What follows belongs to an exercise in optimizing a design on an open flow for a short achievable clock period and few clock cycles; a production flow would make more cautious choices. Function was checked by simulation only, so behaviour that the tests miss may differ from the original. Power is estimated from default activity; no workload was simulated.

<file path="flow/design.v">
`timescale 1ns/100ps
package rv_pkg;
	localparam int BTB_IDX_W = 5;
endpackage
`timescale 1ns/100ps
module rv_core (
	input  logic				i_clk,
	input  logic				i_rstn,
	output logic [32-1:0]	o_imem_addr,
	input  logic [32-1:0]	i_imem_data,
	output logic				o_dmem_re,
	output logic				o_dmem_we,
	output logic [32-1:0]	o_dmem_addr,
	output logic [32-1:0]	o_dmem_wdata,
	input  logic [32-1:0]	i_dmem_rdata,
	output logic				o_retire_valid,
	output logic [32-1:0]	o_retire_pc,
	output logic [4:0]			o_retire_rd,
	output logic				o_retire_we,
	output logic [32-1:0]	o_retire_value
);
	localparam int BI = rv_pkg::BTB_IDX_W;
	localparam int NB = 1 << BI;
	localparam int TW = 8;
	function automatic logic sum_eq(input logic [31:0] a, input logic [31:0] b,
		input logic [31:0] c);
		logic [31:0] cin;
		cin[0] = 1'b0;
		for (int i = 1; i < 32; i++)
			cin[i] = (a[i-1] ^ b[i-1]) ? ~c[i-1] : a[i-1];
		sum_eq = ((a ^ b ^ c) == cin);
	endfunction
	function automatic logic jalr_eq(input logic [31:0] a, input logic [31:0] b,
		input logic [31:0] c);
		logic [31:0] cc;
		cc = {c[31:1], a[0] ^ b[0]};
		jalr_eq = sum_eq(a, b, cc) && !c[0];
	endfunction
	logic [31:0]	pc;
	logic			btb_v	[NB];
	logic [TW-1:0]	btb_tag	[NB];
	logic [31:0]	btb_tgt	[NB];
	logic [1:0]		btb_ctr	[NB];
	logic			btb_ret	[NB];
	logic [31:0]	ras;
	logic			d_valid;
	logic [31:0]	d_ir;
	logic [31:0]	d_pc;
	logic [31:0]	d_pnpc;
	logic			d_bhit;
	logic [1:0]		d_bctr;
	logic			e_valid;
	logic [31:0]	e_pc;
	logic [31:0]	e_pc4;
	logic [31:0]	e_tgt;
	logic [31:0]	e_pnpc;
	logic [31:0]	e_a;
	logic [31:0]	e_b;
	logic [31:0]	e_s;
	logic			e_fa_m, e_fa_w, e_fb_m, e_fb_w, e_fs_m, e_fs_w;
	logic			e_sub;
	logic			e_sel_add, e_sel_and, e_sel_or, e_sel_xor, e_sel_sll, e_sel_sr;
	logic			e_sel_slt, e_sel_sltu, e_sel_link;
	logic			e_sra;
	logic			e_is_br, e_is_jal, e_is_jalr;
	logic [2:0]		e_f3;
	logic			e_we;
	logic [4:0]		e_rd;
	logic			e_load, e_store;
	logic			e_tgt_eq, e_pc4_eq;
	logic			e_ret, e_call;
	logic			e_bhit;
	logic [1:0]		e_bctr;
	logic			m_valid;
	logic [31:0]	m_pc;
	logic [4:0]		m_rd;
	logic			m_we;
	logic			m_load;
	logic [31:0]	m_value;
	logic			m_re, m_wr;
	logic [31:0]	m_addr, m_wdata;
	logic			m_ctrl, m_br, m_taken, m_ret, m_call, m_bhit;
	logic [1:0]		m_bctr;
	logic [31:0]	m_target;
	logic			w_valid;
	logic [31:0]	w_pc;
	logic [4:0]		w_rd;
	logic			w_we;
	logic			w_load;
	logic [31:0]	w_value;
	logic			r_valid;
	logic [31:0]	r_pc;
	logic [4:0]		r_rd;
	logic			r_we;
	logic [31:0]	r_value;
	logic [31:0]	rf [1:31];
	logic [BI-1:0]	f_idx;
	logic			f_hit;
	logic			f_taken;
	logic [31:0]	f_next;
	assign o_imem_addr	= pc;
	assign f_idx		= pc[BI+1:2];
	assign f_hit		= btb_v[f_idx] && btb_tag[f_idx] == pc[BI+2+TW-1:BI+2];
	assign f_taken		= f_hit && (btb_ret[f_idx] || btb_ctr[f_idx][1]);
	assign f_next		= !f_taken ? pc + 32'd4 : btb_ret[f_idx] ? ras : btb_tgt[f_idx];
	logic [6:0]		d_opc;
	logic [2:0]		d_f3;
	logic [4:0]		d_rs1, d_rs2, d_rd;
	logic			d_op, d_opimm, d_lui, d_auipc, d_ld, d_st, d_br, d_jal, d_jalr;
	logic			d_lw, d_sw;
	logic [31:0]	d_imm_i, d_imm_s, d_imm_u, d_imm_bj, d_imm;
	logic [31:0]	d_tgt, d_pc4;
	logic			d_tgt_eq, d_pc4_eq, d_imm4;
	logic			d_to_tgt, d_to_pc4;
	logic			d_redirect;
	logic [31:0]	d_rtarget;
	logic			d_use1, d_use2;
	logic			d_stall;
	logic			d_wreg;
	logic [31:0]	d_rv1, d_rv2;
	logic [31:0]	wb_value;
	assign d_opc	= d_ir[6:0];
	assign d_f3		= d_ir[14:12];
	assign d_rs1	= d_ir[19:15];
	assign d_rs2	= d_ir[24:20];
	assign d_rd		= d_ir[11:7];
	assign d_op		= d_opc == 7'b0110011;
	assign d_opimm	= d_opc == 7'b0010011;
	assign d_lui	= d_opc == 7'b0110111;
	assign d_auipc	= d_opc == 7'b0010111;
	assign d_ld		= d_opc == 7'b0000011;
	assign d_st		= d_opc == 7'b0100011;
	assign d_br		= d_opc == 7'b1100011;
	assign d_jal	= d_opc == 7'b1101111;
	assign d_jalr	= d_opc == 7'b1100111;
	assign d_lw		= d_ld && d_f3 == 3'b010;
	assign d_sw		= d_st && d_f3 == 3'b010;
	assign d_imm_i	= {{20{d_ir[31]}}, d_ir[31:20]};
	assign d_imm_s	= {{20{d_ir[31]}}, d_ir[31:25], d_ir[11:7]};
	assign d_imm_u	= {d_ir[31:12], 12'b0};
	assign d_imm_bj	= d_ir[3] ?
		{{12{d_ir[31]}}, d_ir[19:12], d_ir[20], d_ir[30:21], 1'b0} :
		{{20{d_ir[31]}}, d_ir[7], d_ir[30:25], d_ir[11:8], 1'b0};
	assign d_imm	= (d_lui || d_auipc) ? d_imm_u : d_st ? d_imm_s : d_imm_i;
	assign d_tgt	= d_pc + d_imm_bj;
	assign d_pc4	= d_pc + 32'd4;
	assign d_tgt_eq	= sum_eq(d_pc, d_imm_bj, d_pnpc);
	assign d_pc4_eq	= sum_eq(d_pc, 32'd4, d_pnpc);
	assign d_imm4	= d_imm_bj == 32'd4;
	always_comb begin
		d_to_tgt = 1'b0;
		d_to_pc4 = 1'b0;
		if (d_jal) begin
			d_to_tgt = !d_tgt_eq;
		end else if (d_br) begin
			d_to_tgt = !d_tgt_eq && d_ir[31];
			d_to_pc4 = !d_tgt_eq && !d_pc4_eq && !d_ir[31];
		end else if (!d_jalr) begin
			d_to_pc4 = !d_pc4_eq;
		end
	end
	assign d_use1	= d_op || d_opimm || d_ld || d_st || d_br || d_jalr;
	assign d_use2	= d_op || d_st || d_br;
	assign d_stall	= d_valid && (
		(e_valid && e_load && e_we &&
			((d_use1 && e_rd == d_rs1) || (d_use2 && e_rd == d_rs2))) ||
		(m_load && m_we &&
			((d_use1 && m_rd == d_rs1) || (d_use2 && m_rd == d_rs2))));
	assign d_wreg	= (d_op || d_opimm || d_lui || d_auipc || d_lw || d_jal || d_jalr) &&
		d_rd != 5'd0;
	assign wb_value	= w_load ? i_dmem_rdata : w_value;
	assign d_rv1	= (d_rs1 == 5'd0) ? 32'd0 :
		(w_we && w_rd == d_rs1) ? wb_value : rf[d_rs1];
	assign d_rv2	= (d_rs2 == 5'd0) ? 32'd0 :
		(w_we && w_rd == d_rs2) ? wb_value : rf[d_rs2];
	logic [31:0]	x_a, x_b, x_s, x_bi;
	logic [32:0]	x_sum;
	logic			x_lt, x_ltu, x_eq, x_cond, x_taken, x_mis;
	logic [31:0]	x_sr, x_sl, x_res;
	logic [31:0]	x_target;
	logic			e_redirect;
	assign x_a	= e_fa_m ? m_value : e_fa_w ? w_value : e_a;
	assign x_b	= e_fb_m ? m_value : e_fb_w ? w_value : e_b;
	assign x_s	= e_fs_m ? m_value : e_fs_w ? w_value : e_s;
	assign x_bi		= x_b ^ {32{e_sub}};
	assign x_sum	= {1'b0, x_a} + {1'b0, x_bi} + {32'd0, e_sub};
	assign x_ltu	= !x_sum[32];
	assign x_lt		= (x_a[31] != x_b[31]) ? x_a[31] : x_sum[31];
	assign x_eq		= x_a == x_b;
	assign x_sl		= x_a << x_b[4:0];
	assign x_sr		= 32'($signed({e_sra && x_a[31], x_a}) >>> x_b[4:0]);
	assign x_res =
		({32{e_sel_add}}	& x_sum[31:0])	|
		({32{e_sel_and}}	& (x_a & x_b))	|
		({32{e_sel_or}}		& (x_a | x_b))	|
		({32{e_sel_xor}}	& (x_a ^ x_b))	|
		({32{e_sel_sll}}	& x_sl)			|
		({32{e_sel_sr}}		& x_sr)			|
		{31'd0, (e_sel_slt && x_lt) || (e_sel_sltu && x_ltu)} |
		({32{e_sel_link}}	& e_pc4);
	always_comb begin
		case (e_f3)
			3'b000:	x_cond = x_eq;
			3'b001:	x_cond = !x_eq;
			3'b100:	x_cond = x_lt;
			3'b101:	x_cond = !x_lt;
			3'b110:	x_cond = x_ltu;
			3'b111:	x_cond = !x_ltu;
			default:	x_cond = 1'b0;
		endcase
	end
	always_comb begin
		if (e_is_br) begin
			x_taken		= x_cond;
			x_mis		= x_cond ? !e_tgt_eq : !e_pc4_eq;
			x_target	= x_cond ? e_tgt : e_pc4;
		end else if (e_is_jal) begin
			x_taken		= 1'b1;
			x_mis		= !e_tgt_eq;
			x_target	= e_tgt;
		end else if (e_is_jalr) begin
			x_taken		= 1'b1;
			x_mis		= !jalr_eq(x_a, x_b, e_pnpc);
			x_target	= {x_sum[31:1], 1'b0};
		end else begin
			x_taken		= 1'b0;
			x_mis		= !e_pc4_eq;
			x_target	= e_pc4;
		end
	end
	assign e_redirect = e_valid && x_mis;
	assign d_redirect = d_valid && !d_stall && (d_to_tgt || d_to_pc4);
	assign d_rtarget  = d_to_tgt ? d_tgt : d_pc4;
	always_ff @(posedge i_clk) begin
		if (!i_rstn) begin
			pc		<= 32'h0000_0000;
			d_valid	<= 1'b0;
		end else if (e_redirect) begin
			pc		<= x_target;
			d_valid	<= 1'b0;
		end else if (d_redirect) begin
			pc		<= d_rtarget;
			d_valid	<= 1'b0;
		end else if (!d_stall) begin
			pc		<= f_next;
			d_valid	<= 1'b1;
		end
	end
	always_ff @(posedge i_clk) begin
		if (!d_stall) begin
			d_ir	<= i_imem_data;
			d_pc	<= pc;
			d_pnpc	<= f_next;
			d_bhit	<= f_hit;
			d_bctr	<= btb_ctr[f_idx];
		end
	end
	always_ff @(posedge i_clk) begin
		if (!i_rstn)
			e_valid <= 1'b0;
		else
			e_valid <= d_valid && !d_stall && !e_redirect;
	end
	always_ff @(posedge i_clk) begin
		e_pc		<= d_pc;
		e_pc4		<= d_pc4;
		e_tgt		<= d_tgt;
		e_pnpc		<= d_pnpc;
		e_a			<= d_auipc ? d_pc : d_lui ? 32'd0 : d_rv1;
		e_b			<= (d_op || d_br) ? d_rv2 : d_imm;
		e_s			<= d_rv2;
		e_fa_m		<= !d_auipc && !d_lui && e_valid && e_we && e_rd == d_rs1;
		e_fa_w		<= !d_auipc && !d_lui && m_we && m_rd == d_rs1;
		e_fb_m		<= (d_op || d_br) && e_valid && e_we && e_rd == d_rs2;
		e_fb_w		<= (d_op || d_br) && m_we && m_rd == d_rs2;
		e_fs_m		<= e_valid && e_we && e_rd == d_rs2;
		e_fs_w		<= m_we && m_rd == d_rs2;
		e_sub		<= d_br || (d_op && d_ir[30] && d_f3 == 3'b000) ||
			((d_op || d_opimm) && (d_f3 == 3'b010 || d_f3 == 3'b011));
		e_sel_add	<= ((d_op || d_opimm) && d_f3 == 3'b000) || d_lui || d_auipc ||
			d_ld || d_st;
		e_sel_and	<= (d_op || d_opimm) && d_f3 == 3'b111;
		e_sel_or	<= (d_op || d_opimm) && d_f3 == 3'b110;
		e_sel_xor	<= (d_op || d_opimm) && d_f3 == 3'b100;
		e_sel_sll	<= (d_op || d_opimm) && d_f3 == 3'b001;
		e_sel_sr	<= (d_op || d_opimm) && d_f3 == 3'b101;
		e_sel_slt	<= (d_op || d_opimm) && d_f3 == 3'b010;
		e_sel_sltu	<= (d_op || d_opimm) && d_f3 == 3'b011;
		e_sel_link	<= d_jal || d_jalr;
		e_sra		<= d_ir[30];
		e_is_br		<= d_br;
		e_is_jal	<= d_jal;
		e_is_jalr	<= d_jalr;
		e_f3		<= d_f3;
		e_we		<= d_wreg;
		e_rd		<= d_rd;
		e_load		<= d_lw;
		e_store		<= d_sw;
		e_tgt_eq	<= d_to_tgt || (d_to_pc4 ? d_imm4 : d_tgt_eq);
		e_pc4_eq	<= d_to_pc4 || (d_to_tgt ? d_imm4 : d_pc4_eq);
		e_ret		<= d_jalr && d_rs1 == 5'd1 && d_rd == 5'd0;
		e_call		<= (d_jal || d_jalr) && d_rd == 5'd1;
		e_bhit		<= d_bhit;
		e_bctr		<= d_bctr;
	end
	always_ff @(posedge i_clk) begin
		if (!i_rstn) begin
			m_valid	<= 1'b0;
			m_re	<= 1'b0;
			m_wr	<= 1'b0;
			m_ctrl	<= 1'b0;
			m_we	<= 1'b0;
			m_load	<= 1'b0;
		end else begin
			m_valid	<= e_valid;
			m_re	<= e_valid && e_load;
			m_wr	<= e_valid && e_store;
			m_ctrl	<= e_valid && (e_is_br || e_is_jal || e_is_jalr);
			m_we	<= e_valid && e_we;
			m_load	<= e_valid && e_load;
		end
		m_pc		<= e_pc;
		m_rd		<= e_rd;
		m_value		<= x_res;
		m_addr		<= x_sum[31:0];
		m_wdata		<= x_s;
		m_br		<= e_is_br;
		m_taken		<= x_taken;
		m_target	<= x_target;
		m_ret		<= e_ret;
		m_call		<= e_call;
		m_bhit		<= e_bhit;
		m_bctr		<= e_bctr;
	end
	assign o_dmem_re	= m_re;
	assign o_dmem_we	= m_wr;
	assign o_dmem_addr	= m_addr;
	assign o_dmem_wdata	= m_wdata;
	logic [BI-1:0]	m_idx;
	assign m_idx = m_pc[BI+1:2];
	always_ff @(posedge i_clk) begin
		if (!i_rstn) begin
			for (int i = 0; i < NB; i++)
				btb_v[i] <= 1'b0;
		end else if (m_ctrl && m_taken) begin
			btb_v[m_idx] <= 1'b1;
		end
	end
	always_ff @(posedge i_clk) begin
		if (m_ctrl) begin
			if (m_taken) begin
				btb_tag[m_idx]	<= m_pc[BI+2+TW-1:BI+2];
				btb_tgt[m_idx]	<= m_target;
				btb_ret[m_idx]	<= m_ret;
				btb_ctr[m_idx]	<= !m_br ? 2'd3 : !m_bhit ? 2'd2 :
					(m_bctr == 2'd3 ? 2'd3 : m_bctr + 2'd1);
			end else if (m_bhit) begin
				btb_ctr[m_idx]	<= m_bctr == 2'd0 ? 2'd0 : m_bctr - 2'd1;
			end
		end
	end
	always_ff @(posedge i_clk) begin
		if (!i_rstn)
			ras <= 32'd0;
		else if (m_ctrl && m_call)
			ras <= m_value;
	end
	always_ff @(posedge i_clk) begin
		if (!i_rstn) begin
			w_valid	<= 1'b0;
			w_we	<= 1'b0;
			w_load	<= 1'b0;
		end else begin
			w_valid	<= m_valid;
			w_we	<= m_we;
			w_load	<= m_load;
		end
		w_pc	<= m_pc;
		w_rd	<= m_rd;
		w_value	<= m_value;
	end
	always_ff @(posedge i_clk) begin
		if (w_we)
			rf[w_rd] <= wb_value;
	end
	always_ff @(posedge i_clk) begin
		if (!i_rstn)
			r_valid	<= 1'b0;
		else
			r_valid	<= w_valid;
		r_pc	<= w_pc;
		r_rd	<= w_rd;
		r_we	<= w_we;
		r_value	<= w_we ? wb_value : 32'd0;
	end
	assign o_retire_valid	= r_valid;
	assign o_retire_pc		= r_pc;
	assign o_retire_rd		= r_rd;
	assign o_retire_we		= r_we;
	assign o_retire_value	= r_value;
endmodule
</file>
<file path="flow/run.sh">
#!/bin/bash
# synth_recipe.tcl (not shown) runs the flow's synth.tcl, then flattens the netlist and writes it again
# the make line also repeats each setting of config.mk as NAME=value (left out here)
make -C /OpenROAD-flow-scripts/flow DESIGN_CONFIG=/design/flow/config.mk WORK_HOME=/design/flow/orfs CLKGATE_MAP_FILE= SYNTH_SCRIPT=/design/flow/synth_recipe.tcl finish
</file>
<file path="flow/config.mk">
export PLATFORM = sky130hd
export DESIGN_NAME = rv_core
export DESIGN_NICKNAME = rv_core
export VERILOG_FILES = /design/flow/design.v
export SDC_FILE = /design/flow/constraint.sdc
export NUM_CORES = 4
export LEC_CHECK = 0
export ABC_CLOCK_PERIOD_IN_PS = 3000
export CAP_MARGIN = 20
export CORE_MARGIN = 2
export CORE_UTILIZATION = 40
export SETUP_SLACK_MARGIN = 5
export SLEW_MARGIN = 20
</file>
<file path="flow/constraint.sdc">
create_clock -name core_clock -period 10.0 [get_ports {i_clk}]
set_input_delay 2.0000 -clock core_clock [delete_from_list [all_inputs] [get_ports {i_clk}]]
set_output_delay 2.0000 -clock core_clock [all_outputs]
set_load 0.01 [all_outputs]
</file>
==> results.cfg, run 1 <==
[sta]
fmax_ghz = 0.2026
min_period_ns = 4.935
setup_tns_ns = 0
hold_viol = 0
drv_slew = 0
clock_skew_ns = 0.1188
grt_setup_unrepaired = yes
whs_ns = 0.2606
finalCritPeriodShare_pct = 49.35
maxSlewHeadroom_pct = 20.25
worstMarginPinSlew_ns = 1.188
setup_viol = 0

[final_layout]
finalNonFillerCells = 13751
area_growth_pct = 15.00
drive_gt1_share_pct = 22.81
nets = 9116

[placement]
place_congestion = 0.9827
portBuffers = 234
place_inst = 13061
dp_hpwl_um = 316000

[worst_hold_path]
hold_start = e_bctr[0]$_DFF_P_
hold_class = reg -> reg
whs_endpoint = m_bctr[0]$_DFF_P_
hold_depth = 0

[detailed_routing]
wire_per_inst_um = 35.77
vias_per_cell = 6.210
drt-initial-drc-count = 11218
wl_um = 491800
drt-pass1-iter-count = 6
vias = 85397
drc = 0
ant_nets = 0

[worst_setup_path]
setup.worst_path.end_class = flop
reg2regPathDepth = 13
reg2reg_slack_ns = 5.06
cp_data_arrival_time_ns = 5.63
cp.required_ns = 10.69
crit_fanout = 18
worst_setup_path_start_kind = flop
r2r_start = e_fb_w$_DFF_P_
r2r-end = m_value[10]$_DFF_P_
critPathKind = reg -> reg

[synthesis]
syn_inst = 8596
synth-simple-area-share_pct = 5.331
synth_seq_cells = 3159
synth_xor_area_share_pct = 1.856
netlist_area_um2 = 137800
yosys.area_share.adder_pct = 1.482
ys_seq_area_share_pct = 63.80
synthMuxAreaShare_pct = 19.98
syn_nets = 8824
synthArstFlopShare_pct = 0
postSynthAreaPerCell_um2 = 16.03
synth_top_family_by_area = multiplexers
synth_warnings = 1
synth-compound-area-share_pct = 5.463
ys.flop_type = edfxtp_1
synth_enable_flop_cells = 2467
netlist-cell-type-count = 97

[power_and_ir_drop]
combPwrFrac_pct = 13.4
internal-power_w = 0.02340
pwr-share-seq_pct = 46.9
switchingPower_w = 0.008429
p_leak_nw = 53.43
clockPowerShare_pct = 39.7
vdd_drop_max_mv = 0.1459
power_density_nw_per_um2 = 200.8
power.share.switching_pct = 26.48
finalPower_w = 0.03183

[cts]
root_buffer = clkbuf_16
clock_latency_ns = 0.96
clk_pin_slew_ns = 0.06
h-tree-depth = 5
cts.sinks = 3159
cts_buffer_depth = 4
cts_tree = done
cts_buffers = 339

[global_route]
track_usage_pct = 27.60
grt_start_max_net_pins = 112
grt_overflow = 0
grt_pass1_vias = 83305
antenna_found_initial = 38
grt_pass1_wl_um = 673600

[run]
max-cap-violations = 0

[floorplanning]
core_um2 = 343000
initial_core_util_pct = 40.18
die_w_um = 591
fp-row-count = 215
io_pins = 235
die_h_um = 591
dieArea_um2 = 349300

[status]
status = finished clean
## critical path, stage by stage, from the launching register on
cell and delay (ns):
dfxtp_4 0.42, buf_12 0.14, mux2_4 0.29, mux2_2 0.29
buf_12 0.17, clkinv_1 0.30, buf_4 0.42, mux2i_1 0.78
mux2_2 0.32, nand2_1 0.06, o21ai_0 0.14, nor2_1 0.06
o311ai_0 0.80, o211ai_1 0.45
## per-stage QoR
stage	worst slack, ns	utilization (%)	area, um2
after floorplan	5.019	-	137800
after detailed placement	3.398	42.62	146200
after global routing	4.954	46.20	158500
after global placement	3.431	42.60	146100
after CTS	5.004	46.06	158000
final	5.065	46.21	158500
## registers in the layout, indices dropped and copies added (netlist names), 64 cells and up, named ones only
signal	flops
btb_tag	256
rf	992
btb_ctr	64
btb_tgt	1024
## metal layers
| metal | wire, um | GRT usage, % | share of wire, % | vias to the layer above |
|---|---|---|---|---|
| li1 | - | - | - | 34658 |
| met1 | 198300 | 38.31 | 40 | 45173 |
| met2 | 224300 | 42.64 | 46 | 4637 |
| met3 | 43040 | 4.586 | 8.7 | 911 |
| met4 | 26030 | 12.80 | 5.3 | 18 |
| met5 | 119 | 0 | 0.024 | - |
## repair_timing
action / 4_1_cts / 5_1_grt
setup buffers: 24 / 9
cloned: 6 / 3
resized for setup: 63 / 67
hold buffers: 0 / 0
endpoints found under the setup margin: 86 / 52
pin swaps: 4 / 7
endpoints found under the hold margin: 0 / 0
## synthesized netlist by cell type, drive strengths merged (10+ instances only)
| master | instances | area (um2) |
|---|---|---|
| edfxtp | 2467 | 74080 |
| ha | 160 | 2002 |
| nor4 | 38 | 237.7 |
| a311oi | 10 | 87.58 |
| nand4 | 37 | 231.5 |
| buf | 212 | 1021 |
| inv | 143 | 536.8 |
| mux2 | 78 | 885.9 |
| a31oi | 19 | 118.9 |
| nor2 | 525 | 1978 |
| clkbuf | 350 | 1314 |
| and4 | 17 | 148.9 |
| or2 | 17 | 106.4 |
| o21ai | 295 | 1476 |
| mux2i | 447 | 4487 |
| nor3 | 71 | 355.3 |
| and3 | 51 | 319.1 |
| a22o | 14 | 122.6 |
| a221o | 30 | 300.3 |
| o21a | 44 | 330.3 |
| o22ai | 26 | 162.7 |
| nand2b | 22 | 137.6 |
| nand3b | 15 | 112.6 |
| a21o | 20 | 150.1 |
| mux4 | 984 | 22160 |
| xnor2 | 203 | 1778 |
| a21oi | 300 | 1505 |
| a21boi | 16 | 120.1 |
| nand2 | 536 | 2012 |
| xor2 | 89 | 779.5 |
| or3 | 24 | 150.1 |
| o2111ai | 21 | 183.9 |
| nor2b | 56 | 350.3 |
| a22oi | 30 | 225.2 |
| o221ai | 10 | 87.58 |
| a211oi | 125 | 943.4 |
| o211ai | 60 | 450.4 |
| nand3 | 95 | 480.5 |
| a211o | 10 | 87.58 |
| a221oi | 30 | 269.0 |
| dfxtp | 692 | 13850 |
| and2 | 67 | 419.2 |
## worst max-delay path by stage
stage,from,endpoint,slack [ns],depth (start not counted)
2_1_floorplan,e_fb_w$_DFF_P_,flop,5.02,22
3_3_place_gp,e_fb_w$_DFF_P_,flop,3.43,19
6_report,e_fb_w$_DFF_P_,m_value[10]$_DFF_P_,5.06,13
5_1_grt,e_fb_w$_DFF_P_,pc[15]$_SDFFE_PN0P_,4.95,18
3_5_place_dp,e_fb_w$_DFF_P_,flop,3.40,19
4_1_cts,e_fb_w$_DFF_P_,pc[15]$_SDFFE_PN0P_,5.00,19
## cell type report
class | count | area [um2]
fill | 29367 | 184500
sequential | 3159 | 88040
multi-input combinational | 4730 | 48070
clock buffer | 443 | 9233
tap | 4557 | 5702
timing repair buffer | 512 | 4946
clock inverter | 181 | 1891
inverter | 146 | 558.0
antenna | 23 | 57.56
## cell families (layout without fill, tap and decap cells)
logic type	after synthesis	after routing
DFF	3159	3159
and+or+nand+nor	1607	1607
muxes	1509	1510
AOI/OAI and AO/OA	1159	1159
buffers and inverters	708	1282
xor gates and xnor gates	292	292
adders and majority gates	162	162
other	0	23
## layout by cell type, fill, tap and decap left out, drive strengths merged, types with 25 or more instances in the layout
master / count
edfxtp: 2467
mux4: 984
dfxtp: 692
nand2: 536
nor2: 525
mux2i: 447
clkbuf: 447
a21oi: 300
o21ai: 295
buf: 270
clkdlybuf4s50: 233
xnor2: 203
inv: 169
ha: 160
clkinv: 127
a211oi: 125
nand3: 95
xor2: 89
mux2: 79
nor3: 71
and2: 67
o211ai: 60
nor2b: 56
and3: 51
o21a: 44
nor4: 38
nand4: 37
a221o: 30
a22oi: 30
a221oi: 30
o22ai: 26
bufinv: 25
## power groups by stage
| stage | Sequential (W) | Clock (W) | Combinational, W |
|---|---|---|---|
| after global placement | 0.0152 | 0 | 0.00407 |
| after CTS | 0.0149 | 0.0128 | 0.00416 |
| after global routing | 0.0150 | 0.0133 | 0.00442 |
| final | 0.0149 | 0.0126 | 0.00425 |
| after floorplan | 0.0149 | 0 | 0.00246 |
| after detailed placement | 0.0152 | 0 | 0.00408 |
Testbench counts, summed over its fixed seeds: cycles 186,810.
==> inputs of run 2 (changes only) <==
--- a/flow/design.v
+++ b/flow/design.v
@@ -60,7 +60,7 @@
 	logic			e_fa_m, e_fa_w, e_fb_m, e_fb_w, e_fs_m, e_fs_w;
 	logic			e_sub;
 	logic			e_sel_add, e_sel_and, e_sel_or, e_sel_xor, e_sel_sll, e_sel_sr;
-	logic			e_sel_slt, e_sel_sltu, e_sel_link;
+	logic			e_sel_slt, e_sel_link;
 	logic			e_sra;
 	logic			e_is_br, e_is_jal, e_is_jalr;
 	logic [2:0]		e_f3;
@@ -68,6 +68,7 @@
 	logic [4:0]		e_rd;
 	logic			e_load, e_store;
 	logic			e_tgt_eq, e_pc4_eq;
+	logic			e_br_eq, e_br_lt, e_br_inv, e_cmp_s;
 	logic			e_ret, e_call;
 	logic			e_bhit;
 	logic [1:0]		e_bctr;
@@ -175,7 +176,7 @@
 		(w_we && w_rd == d_rs2) ? wb_value : rf[d_rs2];
 	logic [31:0]	x_a, x_b, x_s, x_bi;
 	logic [32:0]	x_sum;
-	logic			x_lt, x_ltu, x_eq, x_cond, x_taken, x_mis;
+	logic			x_lt, x_eq, x_cond, x_taken, x_mis;
 	logic [31:0]	x_sr, x_sl, x_res;
 	logic [31:0]	x_target;
 	logic			e_redirect;
@@ -184,8 +185,7 @@
 	assign x_s	= e_fs_m ? m_value : e_fs_w ? w_value : e_s;
 	assign x_bi		= x_b ^ {32{e_sub}};
 	assign x_sum	= {1'b0, x_a} + {1'b0, x_bi} + {32'd0, e_sub};
-	assign x_ltu	= !x_sum[32];
-	assign x_lt		= (x_a[31] != x_b[31]) ? x_a[31] : x_sum[31];
+	assign x_lt		= {x_a[31] ^ e_cmp_s, x_a[30:0]} < {x_b[31] ^ e_cmp_s, x_b[30:0]};
 	assign x_eq		= x_a == x_b;
 	assign x_sl		= x_a << x_b[4:0];
 	assign x_sr		= 32'($signed({e_sra && x_a[31], x_a}) >>> x_b[4:0]);
@@ -196,19 +196,9 @@
 		({32{e_sel_xor}}	& (x_a ^ x_b))	|
 		({32{e_sel_sll}}	& x_sl)			|
 		({32{e_sel_sr}}		& x_sr)			|
-		{31'd0, (e_sel_slt && x_lt) || (e_sel_sltu && x_ltu)} |
+		{31'd0, e_sel_slt && x_lt} |
 		({32{e_sel_link}}	& e_pc4);
-	always_comb begin
-		case (e_f3)
-			3'b000:	x_cond = x_eq;
-			3'b001:	x_cond = !x_eq;
-			3'b100:	x_cond = x_lt;
-			3'b101:	x_cond = !x_lt;
-			3'b110:	x_cond = x_ltu;
-			3'b111:	x_cond = !x_ltu;
-			default:	x_cond = 1'b0;
-		endcase
-	end
+	assign x_cond = ((e_br_eq && x_eq) || (e_br_lt && x_lt)) ^ e_br_inv;
 	always_comb begin
 		if (e_is_br) begin
 			x_taken		= x_cond;
@@ -275,8 +265,11 @@
 		e_fb_w		<= (d_op || d_br) && m_we && m_rd == d_rs2;
 		e_fs_m		<= e_valid && e_we && e_rd == d_rs2;
 		e_fs_w		<= m_we && m_rd == d_rs2;
-		e_sub		<= d_br || (d_op && d_ir[30] && d_f3 == 3'b000) ||
-			((d_op || d_opimm) && (d_f3 == 3'b010 || d_f3 == 3'b011));
+		e_sub		<= d_op && d_ir[30] && d_f3 == 3'b000;
+		e_br_eq		<= d_f3[2:1] == 2'b00;
+		e_br_lt		<= d_f3[2];
+		e_br_inv	<= d_f3[0] && (d_f3[2] || !d_f3[1]);
+		e_cmp_s		<= d_br ? !d_f3[1] : !d_f3[0];
 		e_sel_add	<= ((d_op || d_opimm) && d_f3 == 3'b000) || d_lui || d_auipc ||
 			d_ld || d_st;
 		e_sel_and	<= (d_op || d_opimm) && d_f3 == 3'b111;
@@ -284,8 +277,7 @@
 		e_sel_xor	<= (d_op || d_opimm) && d_f3 == 3'b100;
 		e_sel_sll	<= (d_op || d_opimm) && d_f3 == 3'b001;
 		e_sel_sr	<= (d_op || d_opimm) && d_f3 == 3'b101;
-		e_sel_slt	<= (d_op || d_opimm) && d_f3 == 3'b010;
-		e_sel_sltu	<= (d_op || d_opimm) && d_f3 == 3'b011;
+		e_sel_slt	<= (d_op || d_opimm) && d_f3[2:1] == 2'b01;
 		e_sel_link	<= d_jal || d_jalr;
 		e_sra		<= d_ir[30];
 		e_is_br		<= d_br;
==> flow/flow/run.sh (new file) <==
#!/bin/bash
# Standard layout, with timing repair aimed well below the clock period
# (the constraints are the design's; only the repair margin is larger).
set -euo pipefail
cd "$(dirname "$0")/.."
bash standard.sh SETUP_SLACK_MARGIN=6.5 finish > make_flow.log 2>&1
==> flow/standard.sh (new file) <==
#!/bin/bash
# synth_recipe.tcl (not shown) runs the flow's synth.tcl, then flattens the netlist and writes it again
# the make line also repeats each setting of config.mk as NAME=value (left out here)
make -C /OpenROAD-flow-scripts/flow DESIGN_CONFIG=/design/flow/config.mk WORK_HOME=/design/flow/orfs CLKGATE_MAP_FILE= SYNTH_SCRIPT=/design/flow/synth_recipe.tcl "${@:-finish}"
--- a/flow/config.mk
+++ b/flow/config.mk
@@ -9,5 +9,4 @@
 export CAP_MARGIN = 20
 export CORE_MARGIN = 2
 export CORE_UTILIZATION = 40
-export SETUP_SLACK_MARGIN = 5
 export SLEW_MARGIN = 20
removed: flow/run.sh
==> results.cfg, run 2 <==
[worst_hold_path]
hold_class = reg -> reg
hold_start = e_pc[4]$_DFF_P_
whs_endpoint = m_pc[4]$_DFF_P_
hold_depth = 0

[synthesis]
postSynthAreaPerCell_um2 = 15.92
synth_top_family_by_area = multiplexers
synth_enable_flop_cells = 2467
ys_seq_area_share_pct = 63.44
synth-compound-area-share_pct = 5.451
synthMuxAreaShare_pct = 19.67
netlist_area_um2 = 138600
ys.flop_type = edfxtp_1
synthArstFlopShare_pct = 0
syn_inst = 8704
synth_top_area_share_pct = 53.45
synth_area_leaders = edfxtp_1 (53%), mux4_2 (16%), dfxtp_1 (10%), mux2i_1 (3.0%), ha_1 (1.7%)
synth_seq_cells = 3159
synth.most_common_cell = edfxtp_1
synth_warnings = 1
netlist-cell-type-count = 90
synth.top_cells.by_count = edfxtp_1 (2467), mux4_2 (989), dfxtp_1 (692)
syn_nets = 8963
synth_xor_area_share_pct = 1.887
synth-simple-area-share_pct = 5.731
yosys.area_share.adder_pct = 1.753
yosysTopAreaCell = edfxtp_1

[cts]
cts.sinks = 3159
cts_buffer_depth = 4
cts_buffers = 340
root_buffer = clkbuf_16
clock_latency_ns = 0.96
h-tree-depth = 5
cts_tree = done
clk_pin_slew_ns = 0.07

[global_route]
grt.busiest_layer = met2
use_met2_pct = 44.42
grt_use_met1_pct = 40.56
grt_pass1_vias = 86739
grt_pass1_wl_um = 715400
track_usage_pct = 29.41
grt_use_met3_pct = 6.224
antenna_found_initial = 36
grt_overflow = 0
grt_start_max_net_pins = 84

[power_and_ir_drop]
finalPower_w = 0.03168
p_leak_nw = 57.18
vdd_drop_max_mv = 0.1379
power_density_nw_per_um2 = 189.5

[final_layout]
drive_gt1_share_pct = 31.39
reg_top3 = btb_tgt x1024, rf x992, btb_tag x256
layout_commonest_cell = edfxtp_1
nets = 9679
area_growth_pct = 20.61
largest_reg_flops = 1024
top_register = btb_tgt
mostFrequentLayoutCells = edfxtp_1 (2467), mux4_2 (989), dfxtp_1 (596), nand2_1 (533), buf_4 (458)
finalNonFillerCells = 14299

[placement]
portBuffers = 234
dp_hpwl_um = 326800
pre_cts_ws_ns = 3.115
place_congestion = 1.024
place_inst = 13204

[sta]
min_period_ns = 4.723
grt_setup_unrepaired = yes
whs_ns = 0.3243
drv_slew = 0
maxSlewHeadroom_pct = 22.10
worstMarginPinSlew_ns = 1.169
hold_viol = 0
setup_tns_ns = 0
fin_ws_ns = 5.277
clock_skew_ns = 0.1102
finalCritPeriodShare_pct = 47.23
setup_viol = 0
fmax_ghz = 0.2117

[run]
max-cap-violations = 0

[worst_setup_path]
worst_setup_path_start_kind = flop
crit_slowest_cell = or4_4
reg2regPathDepth = 19
cp_common_cell = buf_12
cp.required_ns = 10.84
max_stage_delay_ns = 0.57
r2r_start = e_fa_w$_DFF_P_
reg2reg_slack_ns = 5.28
crit_path_cell_trace = buf_12 -> buf_12 -> mux2_4 -> mux2i_4 -> ha_4 -> buf_4 -> nor2_2 -> a211oi_2 -> xnor2_1 -> or4_4 -> nor4_4 -> or4b_4 -> o21ai_4 -> o311ai_4 -> buf_12 -> buf_8 -> buf_6 -> or3_1 -> and4_1
cp_data_arrival_time_ns = 5.56
critPathKind = reg -> reg
crit_fanout = 8
setup.worst_path.end_class = flop

[detailed_routing]
vias = 89918
drc = 0
drt-initial-drc-count = 12990
vias_per_cell = 6.288
drt-pass1-iter-count = 6
wire_per_inst_um = 36.84
ant_nets = 0
wl_um = 526800

[floorplanning]
core_um2 = 345700
initial_core_util_pct = 40.10
die_h_um = 592.7
io_pins = 235
dieArea_um2 = 351200
fp-row-count = 216
die_w_um = 592.7

[status]
status = finished clean
-- run 2: cell count changes in the layout (fill, tap and decap cells not counted), moves of 36 or more --
cell,previous run,this run
buf_4,236,458
clkdlybuf4s50_1,233,65
buf_6,6,124
mux2i_1,440,339
buf_2,2,64
buf_12,18,67
a21oi_1,287,239
dfxtp_1,644,596
xnor2_1,193,145
a21oi_2,13,54
mux2i_2,3,39
-- run 2: worst max-delay path: cells and delay by family, from the launching register on --
| kind | cells | cell delay, ns |
|---|---|---|
| mux | 2 | 0.53 |
| fa+ha+maj | 1 | 0.25 |
| simple gates | 6 | 1.99 |
| xor+xnor | 1 | 0.18 |
| compound gates | 3 | 0.49 |
| buf+inv | 6 | 0.86 |
| flops | 1 | 0.37 |
-- run 2: repair_timing --
action                                  4_1_cts  5_1_grt
hold buffers                                  0        0
gates resized for setup                    1361      191
gates cloned                                 39        5
buffers inserted                            314       93
pin swaps                                   134       97
endpoints found under the setup margin     1052      342
-- run 2: worst max path at each step --
stage	from	end	slack [ns]	depth (start not counted)
2_1_floorplan	e_fa_w$_DFF_P_	flop	5.83	14
3_3_place_gp	e_fa_w$_DFF_P_	flop	3.23	14
3_5_place_dp	e_fa_w$_DFF_P_	flop	3.12	13
4_1_cts	e_fa_w$_DFF_P_	pc[11]$_SDFFE_PN0P_	5.43	19
5_1_grt	e_fb_w$_DFF_P_	flop	5.16	18
6_report	e_fa_w$_DFF_P_	flop	5.28	19
-- run 2: per-layer routing --
layer / wire, um / up-vias
met5: 80 / -
met4: 31140 / 12
met3: 55480 / 1115
met2: 233600 / 5703
met1: 206500 / 47153
li1: - / 35935
-- run 2: cell type report --
cell class,instances,area (um2)
multi-input cells,4835,51860
repair buffers,919,9625
fillers,28907,178500
inverters,164,625.6
repair inverters,1,5.005
clock inverters,166,1488
flip-flops and latches,3159,88170
diodes,23,57.56
well taps,4578,5728
clock buffers,454,9604
-- run 2: cell families after synthesis --
logic type,Yosys count
and+or+nand+nor,1694
adders and majority gates,193
buffers and inverters,720
xor gates and xnor gates,297
muxes,1478
AOI/OAI and AO/OA,1163
DFF,3159
-- run 2: where the power goes --
part | internal (W) | switching, W | total, W
clock | 0.00727 | 0.00533 | 0.0126
combinational | 0.00186 | 0.00258 | 0.00444
sequential | 0.0143 | 0.000308 | 0.0146
total | 0.0235 | 0.00822 | 0.0317
-- run 2: per-stage QoR --
step	utilization [%]	instance area (um2)
floorplan	-	139400
global placement	42.66	147500
detailed placement	42.68	147500
CTS	47.85	165400
global route	48.35	167100
finish	48.36	167200
Testbench counts of run 2, summed over its fixed seeds: cycles 186,810.

## port drivers added, routing unchanged
The results above use ideal ports. As a check the final layouts listed here were re-extracted and re-timed, cells and wires unchanged.
Step 1 sets driving cells, clkbuf_16 on the clock port and buf_2 on the other inputs (assumed; they add their load-dependent delay and slew).
Step 2 times the ports against the registers' clock, not the clock port: input delays grow and output delays shrink by t, the midpoint of the rising clock arrivals with the driver on.
Three values: ideal ports, drivers, drivers and shift; two values: the first two.
run	t, ns	setup WS [ns]	latest minus earliest clock arrival (ns)	slew at the worst register clock pin (ns)
run 1	1.004	5.065 / 5.065 / 5.033	0.122 / 0.122	0.08 / 0.08
run 2	1.004	5.277 / 5.277 / 5.277	0.113 / 0.113	0.07 / 0.07
After both steps setup and hold are still met in every run listed. For run 1, which loses most, drivers alone change the setup slack by 0.000 ns; drivers and shift together by -0.032 ns.
